This design comes from an exercise in tuning for a short achievable clock period and few clock cycles on the open sky130 flow, not from production work. Only simulation tests tie the RTL to the original design; equivalence was not proved. Power is estimated from default activity; no workload was simulated.

==> flow/design.v <==
package rv_pkg;
    localparam int          xlen       = 32;
    localparam int          reg_addr_w = 5;
    localparam logic [31:0] reset_pc   = 32'h0000_0000;   
    localparam logic [6:0] opc_op     = 7'b0110011;   
    localparam logic [6:0] opc_op_imm = 7'b0010011;   
    localparam logic [6:0] opc_lui    = 7'b0110111;
    localparam logic [6:0] opc_branch = 7'b1100011;
    localparam logic [2:0] f3_add  = 3'b000;   
    localparam logic [2:0] f3_sll  = 3'b001;
    localparam logic [2:0] f3_slt  = 3'b010;
    localparam logic [2:0] f3_sltu = 3'b011;
    localparam logic [2:0] f3_xor  = 3'b100;
    localparam logic [2:0] f3_sr   = 3'b101;   
    localparam logic [2:0] f3_or   = 3'b110;
    localparam logic [2:0] f3_and  = 3'b111;
    localparam logic [2:0] f3_beq  = 3'b000;
    localparam logic [2:0] f3_bne  = 3'b001;
    localparam logic [2:0] f3_blt  = 3'b100;
    localparam logic [2:0] f3_bge  = 3'b101;
    localparam logic [2:0] f3_bltu = 3'b110;
    localparam logic [2:0] f3_bgeu = 3'b111;
    localparam logic [6:0] f7_alt = 7'b0100000;   
    typedef logic [xlen-1:0]       word_t;
    typedef logic [reg_addr_w-1:0] reg_addr_t;
    typedef logic [6:0]            opcode_t;
    typedef struct packed {
        logic [6:0] funct7;
        reg_addr_t  rs2;
        reg_addr_t  rs1;
        logic [2:0] funct3;
        reg_addr_t  rd;
        opcode_t    opcode;
    } r_fmt_t;
    typedef struct packed {
        logic [11:0] imm;      
        reg_addr_t   rs1;
        logic [2:0]  funct3;
        reg_addr_t   rd;
        opcode_t     opcode;
    } i_fmt_t;
    typedef struct packed {
        logic [19:0] imm;      
        reg_addr_t   rd;
        opcode_t     opcode;
    } u_fmt_t;
    typedef struct packed {
        logic       imm12;     
        logic [5:0] imm10_5;
        reg_addr_t  rs2;
        reg_addr_t  rs1;
        logic [2:0] funct3;
        logic [3:0] imm4_1;
        logic       imm11;
        opcode_t    opcode;
    } b_fmt_t;
    typedef union packed {
        r_fmt_t r;
        i_fmt_t i;
        u_fmt_t u;
        b_fmt_t b;
        word_t  raw;
    } instr_t;
    typedef enum logic [3:0] {
        alu_add, alu_sub, alu_sll, alu_slt, alu_sltu, alu_xor,
        alu_srl, alu_sra, alu_or, alu_and, alu_pass_b
    } alu_op_t;
    typedef struct packed {
        logic       valid;
        word_t      pc;
        reg_addr_t  rs1;
        reg_addr_t  rs2;
        reg_addr_t  rd;
        word_t      imm;
        alu_op_t    alu_op;
        logic       use_imm;     
        logic       is_branch;
        logic [2:0] br_f3;       
        logic       wr_rd;       
    } decoded_op_t;
    typedef struct packed {
        logic       valid;
        word_t      pc;
        word_t      rs1_data;
        word_t      rs2_data;
        reg_addr_t  rd;
        word_t      imm;
        alu_op_t    alu_op;
        logic       use_imm;
        logic       is_branch;
        logic [2:0] br_f3;
        logic       wr_rd;
    } exec_op_t;
    typedef struct packed {
        logic  taken;
        word_t target;
    } redirect_t;
    typedef struct packed {
        logic      enable;
        reg_addr_t rd;
        word_t     data;
    } wb_t;
    typedef struct packed {
        logic      valid;
        word_t     pc;
        reg_addr_t rd;
        word_t     rd_data;
    } retire_t;
endpackage
`timescale 1ns/1ns
module instr_fetch_decode (
    input  logic                clk,
    input  logic                reset,
    input  rv_pkg::instr_t      instr,         
    input  rv_pkg::redirect_t   redirect,      
    output rv_pkg::word_t       pc,
    output logic                instr_rd_en,
    output rv_pkg::decoded_op_t dec_op
);
    rv_pkg::opcode_t     opcode;
    rv_pkg::decoded_op_t dec_next;
    logic                supported;            
    assign opcode = instr.r.opcode;            
    function automatic rv_pkg::alu_op_t alu_sel(input logic [2:0] f3, input logic alt);
        rv_pkg::alu_op_t op;
        case (f3)
            rv_pkg::f3_add:  op = alt ? rv_pkg::alu_sub : rv_pkg::alu_add;
            rv_pkg::f3_sll:  op = rv_pkg::alu_sll;
            rv_pkg::f3_slt:  op = rv_pkg::alu_slt;
            rv_pkg::f3_sltu: op = rv_pkg::alu_sltu;
            rv_pkg::f3_xor:  op = rv_pkg::alu_xor;
            rv_pkg::f3_sr:   op = alt ? rv_pkg::alu_sra : rv_pkg::alu_srl;
            rv_pkg::f3_or:   op = rv_pkg::alu_or;
            default:         op = rv_pkg::alu_and;   
        endcase
        alu_sel = op;
    endfunction
    always_ff @(posedge clk) begin
        if (reset) begin
            pc          <= rv_pkg::reset_pc;
            instr_rd_en <= 1'b0;
        end else begin
            instr_rd_en <= 1'b1;
            if (redirect.taken) begin
                pc <= redirect.target;                 
            end else if (instr_rd_en) begin
                pc <= pc + rv_pkg::word_t'(4);
            end
        end
    end
    always_comb begin
        dec_next        = '0;
        dec_next.pc     = pc;
        dec_next.alu_op = rv_pkg::alu_add;
        supported       = 1'b1;
        case (opcode)
            rv_pkg::opc_op: begin
                dec_next.rs1    = instr.r.rs1;
                dec_next.rs2    = instr.r.rs2;
                dec_next.rd     = instr.r.rd;
                dec_next.alu_op = alu_sel(instr.r.funct3, instr.r.funct7 == rv_pkg::f7_alt);
                dec_next.wr_rd  = 1'b1;
            end
            rv_pkg::opc_op_imm: begin
                dec_next.rs1     = instr.i.rs1;
                dec_next.rd      = instr.i.rd;
                dec_next.imm     = {{20{instr.i.imm[11]}}, instr.i.imm};   
                dec_next.use_imm = 1'b1;
                dec_next.alu_op  = alu_sel(instr.i.funct3,
                                           instr.i.funct3 == rv_pkg::f3_sr && instr.i.imm[10]);
                dec_next.wr_rd   = 1'b1;
            end
            rv_pkg::opc_lui: begin
                dec_next.rd      = instr.u.rd;
                dec_next.imm     = {instr.u.imm, 12'h000};
                dec_next.use_imm = 1'b1;
                dec_next.alu_op  = rv_pkg::alu_pass_b;   
                dec_next.wr_rd   = 1'b1;
            end
            rv_pkg::opc_branch: begin
                dec_next.rs1       = instr.b.rs1;
                dec_next.rs2       = instr.b.rs2;
                dec_next.imm       = {{19{instr.b.imm12}}, instr.b.imm12, instr.b.imm11,
                                      instr.b.imm10_5, instr.b.imm4_1, 1'b0};
                dec_next.is_branch = 1'b1;
                dec_next.br_f3     = instr.b.funct3;
            end
            default: supported = 1'b0;          
        endcase
        if (dec_next.rd == '0) begin
            dec_next.wr_rd = 1'b0;
        end
        dec_next.valid = instr_rd_en && supported && !redirect.taken;   
    end
    always_ff @(posedge clk) begin
        dec_op <= dec_next;
        if (reset) begin
            dec_op.valid <= 1'b0;
        end
    end
endmodule
`timescale 1ns/1ns
module operand_fetch (
    input  logic                clk,
    input  logic                reset,
    input  rv_pkg::decoded_op_t dec_op,
    input  rv_pkg::wb_t         wb,         
    input  rv_pkg::redirect_t   redirect,
    output rv_pkg::exec_op_t    ex_op
);
    rv_pkg::word_t    regs [0:(1 << rv_pkg::reg_addr_w)-1];   
    rv_pkg::word_t    rs1_val;
    rv_pkg::word_t    rs2_val;
    rv_pkg::exec_op_t ex_next;
    function automatic rv_pkg::word_t read_src(
        input rv_pkg::reg_addr_t idx,
        input rv_pkg::word_t     stored,
        input rv_pkg::wb_t       w
    );
        rv_pkg::word_t val;
        if (idx == '0) begin
            val = '0;                                   
        end else if (w.enable && w.rd == idx) begin
            val = w.data;                               
        end else begin
            val = stored;
        end
        read_src = val;
    endfunction
    always_ff @(posedge clk) begin
        if (wb.enable && wb.rd != '0) begin
            regs[wb.rd] <= wb.data;
        end
    end
    assign rs1_val = read_src(dec_op.rs1, regs[dec_op.rs1], wb);
    assign rs2_val = read_src(dec_op.rs2, regs[dec_op.rs2], wb);
    always_comb begin
        ex_next.valid     = dec_op.valid && !redirect.taken;   
        ex_next.pc        = dec_op.pc;
        ex_next.rs1_data  = rs1_val;
        ex_next.rs2_data  = rs2_val;
        ex_next.rd        = dec_op.rd;
        ex_next.imm       = dec_op.imm;
        ex_next.alu_op    = dec_op.alu_op;
        ex_next.use_imm   = dec_op.use_imm;
        ex_next.is_branch = dec_op.is_branch;
        ex_next.br_f3     = dec_op.br_f3;
        ex_next.wr_rd     = dec_op.wr_rd;
    end
    always_ff @(posedge clk) begin
        ex_op <= ex_next;
        if (reset) begin
            ex_op.valid <= 1'b0;
        end
    end
endmodule
`timescale 1ns/1ns
module instr_exec (
    input  logic              clk,
    input  logic              reset,
    input  rv_pkg::exec_op_t  ex_op,
    output rv_pkg::wb_t       wb,
    output rv_pkg::redirect_t redirect,
    output rv_pkg::retire_t   retire
);
    rv_pkg::word_t op_a;
    rv_pkg::word_t op_b;
    rv_pkg::word_t alu_res;
    logic          br_cond;                     
    assign op_a = ex_op.rs1_data;
    assign op_b = ex_op.use_imm ? ex_op.imm : ex_op.rs2_data;
    always_comb begin
        case (ex_op.alu_op)
            rv_pkg::alu_add:    alu_res = op_a + op_b;
            rv_pkg::alu_sub:    alu_res = op_a - op_b;
            rv_pkg::alu_sll:    alu_res = op_a << op_b[4:0];    
            rv_pkg::alu_slt:    alu_res = rv_pkg::word_t'($signed(op_a) < $signed(op_b));
            rv_pkg::alu_sltu:   alu_res = rv_pkg::word_t'(op_a < op_b);
            rv_pkg::alu_xor:    alu_res = op_a ^ op_b;
            rv_pkg::alu_srl:    alu_res = op_a >> op_b[4:0];
            rv_pkg::alu_sra:    alu_res = rv_pkg::word_t'($signed(op_a) >>> op_b[4:0]);
            rv_pkg::alu_or:     alu_res = op_a | op_b;
            rv_pkg::alu_and:    alu_res = op_a & op_b;
            default:            alu_res = op_b;                 
        endcase
    end
    always_comb begin
        case (ex_op.br_f3)
            rv_pkg::f3_beq:  br_cond = ex_op.rs1_data == ex_op.rs2_data;
            rv_pkg::f3_bne:  br_cond = ex_op.rs1_data != ex_op.rs2_data;
            rv_pkg::f3_blt:  br_cond = $signed(ex_op.rs1_data) < $signed(ex_op.rs2_data);
            rv_pkg::f3_bge:  br_cond = $signed(ex_op.rs1_data) >= $signed(ex_op.rs2_data);
            rv_pkg::f3_bltu: br_cond = ex_op.rs1_data < ex_op.rs2_data;
            rv_pkg::f3_bgeu: br_cond = ex_op.rs1_data >= ex_op.rs2_data;
            default:         br_cond = 1'b0;            
        endcase
    end
    assign redirect.taken  = ex_op.valid && ex_op.is_branch && br_cond;
    assign redirect.target = ex_op.pc + ex_op.imm;
    assign wb.enable = ex_op.valid && ex_op.wr_rd;
    assign wb.rd     = ex_op.rd;
    assign wb.data   = alu_res;
    always_ff @(posedge clk) begin
        retire.valid   <= wb.enable;
        retire.pc      <= ex_op.pc;
        retire.rd      <= wb.rd;
        retire.rd_data <= wb.data;
        if (reset) begin
            retire.valid <= 1'b0;
        end
    end
endmodule
`timescale 1ns/1ns
module rv_core (
    input  logic        clk,
    input  logic        reset,
    input  logic [31:0] instr,             
    output logic [31:0] pc,
    output logic        instr_rd_en,
    output logic        retire_valid,      
    output logic [31:0] retire_pc,
    output logic [4:0]  retire_rd,
    output logic [31:0] retire_rd_data
);
    rv_pkg::decoded_op_t dec_op;           
    rv_pkg::exec_op_t    ex_op;            
    rv_pkg::wb_t         wb;               
    rv_pkg::redirect_t   redirect;         
    rv_pkg::instr_t      instr_w;
    rv_pkg::retire_t     retire;
    assign instr_w        = instr;
    assign retire_valid   = retire.valid;
    assign retire_pc      = retire.pc;
    assign retire_rd      = retire.rd;
    assign retire_rd_data = retire.rd_data;
    instr_fetch_decode instr_fetch_decode_inst (
        .clk         (clk),
        .reset       (reset),
        .instr       (instr_w),
        .redirect    (redirect),
        .pc          (pc),
        .instr_rd_en (instr_rd_en),
        .dec_op      (dec_op)
    );
    operand_fetch operand_fetch_inst (
        .clk      (clk),
        .reset    (reset),
        .dec_op   (dec_op),
        .wb       (wb),
        .redirect (redirect),
        .ex_op    (ex_op)
    );
    instr_exec instr_exec_inst (
        .clk      (clk),
        .reset    (reset),
        .ex_op    (ex_op),
        .wb       (wb),
        .redirect (redirect),
        .retire   (retire)
    );
endmodule
==> flow/run.sh <==
#!/bin/bash
# synth_recipe.tcl (not shown) runs the flow's synth.tcl, then flattens the netlist and writes it again
# the make line also repeats each setting of config.mk as NAME=value (left out here)
make -C /OpenROAD-flow-scripts/flow DESIGN_CONFIG=/design/flow/config.mk WORK_HOME=/design/flow/orfs CLKGATE_MAP_FILE= SYNTH_SCRIPT=/design/flow/synth_recipe.tcl finish
==> flow/config.mk <==
export PLATFORM = sky130hd
export DESIGN_NAME = rv_core
export DESIGN_NICKNAME = rv_core
export VERILOG_FILES = /design/flow/design.v
export SDC_FILE = /design/flow/constraint.sdc
export NUM_CORES = 4
export LEC_CHECK = 0
export CAP_MARGIN = 20
export CORE_MARGIN = 2
export CORE_UTILIZATION = 40
export SLEW_MARGIN = 20
==> flow/constraint.sdc <==
create_clock -name core_clock -period 7.0 [get_ports {clk}]
set_input_delay 1.4000 -clock core_clock [delete_from_list [all_inputs] [get_ports {clk}]]
set_output_delay 1.4000 -clock core_clock [all_outputs]
set_load 0.01 [all_outputs]
==> results.cfg <==
[routing]
wl_per_cell_um = 34.6
avgViaCountPerCell = 6.46
firstDrtPassIters = 6
m1WireLength_mm = 99.0
drtIter0Drc = 6167
vias = 45300
top_layer = met4
wl_met3_mm = 20.9
antenna_violating_nets_post_route = 0
remaining_drc_errors = 0
drt-total-wl_mm = 243
wl_met2_mm = 112

[synth]
synth_top_family_by_area = multiplexers
synthXorXnorAreaFrac_pct = 1.18
synth_adder_area_share_pct = 3.03
yosysTopAreaCellShare_pct = 44.9
yosys-top-cells-area = edfxtp_1 (45%), mux4_2 (22%), dfxtp_1 (9.8%)
synth-compound-area-share_pct = 7.86
synth_common_cells = edfxtp_1 (1,024), mux4_2 (664), dfxtp_1 (337)
synth-simple-area-share_pct = 5.48
synth.most_common_cell = edfxtp_1
synth_ff_type = edfxtp_1
synth_area_leader_cell = edfxtp_1
synthMuxAreaShare_pct = 24.6
ys_ff_latch = 1361
syn_inst = 4548
ys_seq_area_share_pct = 54.7
synth_edf_count = 1024
ys_types = 106
async_flop_share_pct = 0
netlist_area_sq_um = 68500
yosysWarnings = 3
syn-mean-instance-area_sq_um = 15.1

[setup_path]
rr_startpoint = operand_fetch_inst.ex_op[5]
worst_path_most_repeated_cell = a21o_1
cp_slowest_cell = o21ai_0
critPathBufInv = 2
cp_slowest_stage_delay_ns = 0.82
cp-start-kind = flip-flop
worstSetupPathDepth = 14
path_class = flip-flop to flip-flop
path_cells = mux2i_4 > inv_2 > ha_1 > fa_1 > a21o_1 > a21o_1 > and4_1 > nor2_1 > a211oi_1 > o21ai_0 > a21oi_1 > a221o_1 > o21ai_1 > inv_1
crit_arrival_ns = 6.64
r2r-end = operand_fetch_inst.regs[10][30]
critPathRequiredTime_ns = 7.37
r2r_slack_ns = 0.73
reg2reg_depth = 14
crit_family = compound AO/OA/AOI/OAI gates
worstPathMaxFanout = 33
cp-end-kind = flip-flop

[pwr]
p_total_uw = 17400
p_leak_uw = 0.0253
pwr-share-comb_pct = 4.4
peakVddDrop_mv = 0.246
seqPwrFrac_pct = 50.1
pwr-share-clk_pct = 45.5
sw_frac_of_total_pct = 22.4
power.internal_uw = 13500
power_density_nw_per_um2 = 224
p_sw_uw = 3890

[clock_network]
cts_sinks = 1361
ctsResizeCount = 0
clockRootBuffer = clkbuf_16
htree_num_levels = 4
hold_buffers = 0
postCtsSetupRepairBufs = 0
cts_made_buffers = 149
clk_latency_ns = 0.82
clk_pin_slew_ns = 0.06
cts_tree = done
cts_buffer_depth = 3

[worst_hold_path]
holdPathStages = 0
hp-class = flip-flop to flip-flop
worstHoldEndpoint = operand_fetch_inst.ex_op[40]
min_from = instr_fetch_decode_inst.dec_op[40]

[global_routing]
grt_max_degree = 114
grt_use_total_pct = 27.5
antenna_found_initial = 4
grt-ovfl-total = 0
grt_pass1_vias = 44300
grt_pass1_wl_mm = 340

[timing]
post-route-period-util_pct = 89.6
slew_violations = 0
period_minus_slack_ns = 6.27
rsz0062_at_grt = false
setup_tns_ns = 0
worst_slew_pin_slew_ns = 1.18
finClkSkew_ns = 0.0366
setup_viol = 0
max_freq_mhz = 159
hold_violations = 0
holdWs_ns = 0.316
slew_headroom_pct = 20.6

[outcome]
outcome = timing/DRC/antenna clean

[placed_design]
hpwl_mm = 158
port_buffers = 136
place_congestion = 1.05

[final_layout]
layout-drive-gt1-share_pct = 24.5
syn_to_final_growth_pct = 13.5
fillerInstances = 14700
fin_util_pct = 45.8
fin_nets = 4864

[floorplanning]
dieArea_sq_um = 175000
pin_count = 137
dieHeight_um = 418
core_area_sq_um = 170000
start_util_pct = 40.4
die_w_um = 418
rows = 151

[run]
cap_violations = 0
-- per-layer routing --
layer,vias to the layer above,GRT usage [%]
met4,0,10.9
met2,2576,43.0
li1,18500,-
met3,437,4.78
met1,23800,38.3
met5,-,0
-- cell families after synthesis --
kind of cell | count (synthesis)
AO/OA/AOI/OAI | 798
flip-flops | 1361
buffers and inverters | 496
AND/OR/NAND/NOR | 788
multiplexers | 848
adder cells (fa/ha/maj) | 164
XOR/XNOR | 92
other | 1
-- layout make-up --
| cell class | count | area, sq um | area share [%] |
|---|---|---|---|
| antenna | 4 | 10.0 | 0.0129 |
| clock buffer | 211 | 4250 | 5.46 |
| clock inverter | 63 | 747 | 0.960 |
| inverter | 151 | 572 | 0.735 |
| multi-input combinational | 2722 | 29400 | 37.7 |
| sequential | 1361 | 37500 | 48.2 |
| tap | 2218 | 2780 | 3.57 |
| timing repair buffer | 281 | 2550 | 3.28 |
-- how the worst max path moves through the flow --
| stage | endpoint | start |
|---|---|---|
| 2_1_floorplan | operand_fetch_inst.regs[0][23] | operand_fetch_inst.ex_op[5] |
| 3_3_place_gp | operand_fetch_inst.regs[10][30] | operand_fetch_inst.ex_op[5] |
| 3_5_place_dp | operand_fetch_inst.regs[14][20] | operand_fetch_inst.ex_op[5] |
| 4_1_cts | operand_fetch_inst.regs[6][30] | operand_fetch_inst.ex_op[5] |
| 5_1_grt | operand_fetch_inst.regs[10][30] | operand_fetch_inst.ex_op[5] |
| 6_report | operand_fetch_inst.regs[10][30] | operand_fetch_inst.ex_op[5] |
-- power by group through the flow --
stage | registers, uW | clock network (uW) | logic (uW)
after floorplan | 8870 | 0 | 457
after detailed placement | 8890 | 0 | 753
after global routing | 8720 | 8360 | 809
after global placement | 8890 | 0 | 753
final | 8720 | 7920 | 772
after CTS | 8720 | 8070 | 757
-- placed cells by master (no fill, tap or decap), drive strengths merged, types with 26 or more instances in the layout --
cell / Yosys / routed
a21o: 66 / 66
xnor2: 65 / 65
nand3: 51 / 51
o21ai: 147 / 147
a211oi: 83 / 83
mux4: 664 / 664
nand4: 29 / 29
xor2: 27 / 27
clkdlybuf4s50: 0 / 136
buf: 170 / 145
a31oi: 33 / 33
clkbuf: 175 / 211
and3: 26 / 26
a21oi: 188 / 188
mux2i: 156 / 156
ha: 161 / 161
conb: 1 / 32
inv: 150 / 158
a221oi: 26 / 26
edfxtp: 1024 / 1024
and2: 31 / 31
dfxtp: 337 / 337
nor2: 237 / 237
nor2b: 39 / 39
o22ai: 38 / 38
nand2: 206 / 206
mux2: 28 / 28
nor3: 69 / 69
clkinv: 1 / 47
o211ai: 34 / 34
-- flip-flops by register name, summed over array words and instances (netlist names) --
name,count
instr_fetch_decode_inst.pc,32
instr_fetch_decode_inst.dec_op,90
operand_fetch_inst.regs,1024
operand_fetch_inst.ex_op,144
instr_exec_inst.retire,70
instr_fetch_decode_inst.instr_rd_en,1
-- through the flow --
stage                     setup WS (ns)  area, sq um  cells
after detailed placement           1.07        72800   6733
after floorplan                    1.86        68700   4579
after CTS                          1.04        77800   7007
after global routing              0.624        77800   7007
final                             0.727        77800   7011
after global placement             1.19        72800   6733
-- worst register-to-register path, delay by kind of cell (launching register included) --
family	cells	cell delay (ns)
AO/OA/AOI/OAI	7	2.51
buffers and inverters	2	0.81
adder cells (fa/ha/maj)	2	0.80
flip-flops	1	0.79
AND/OR/NAND/NOR	2	0.54
multiplexers	1	0.36
Testbench counts, summed over its fixed seeds: cycles 61,098.

-- port drivers added, routing unchanged --
No port has a modelled driver above. Below, the same layout with a new extraction and two added sets of constraints. Step 1 sets driving cells, clkbuf_16 on the clock port and buf_2 on the other inputs (assumed; they add their load-dependent delay and slew). Step 2 times the ports against the registers' clock, not the clock port: input delays grow and output delays shrink by t, the midpoint of the rising clock arrivals with the driver on. a / b / c = no drivers / after step 1 / after step 2; a / b = the first two.
shift t [ns]: 0.881
setup slack, ns: 0.727 / 0.727 / 0.727
worst setup path after step 2: register to register
slew at the worst register clock pin (ns): 0.07 / 0.07
pins driven straight from the clock port: 1
After both steps setup and hold are still met in this run. The setup slack of this run moves by 0.000 ns with the drivers and by 0.000 ns with both steps.
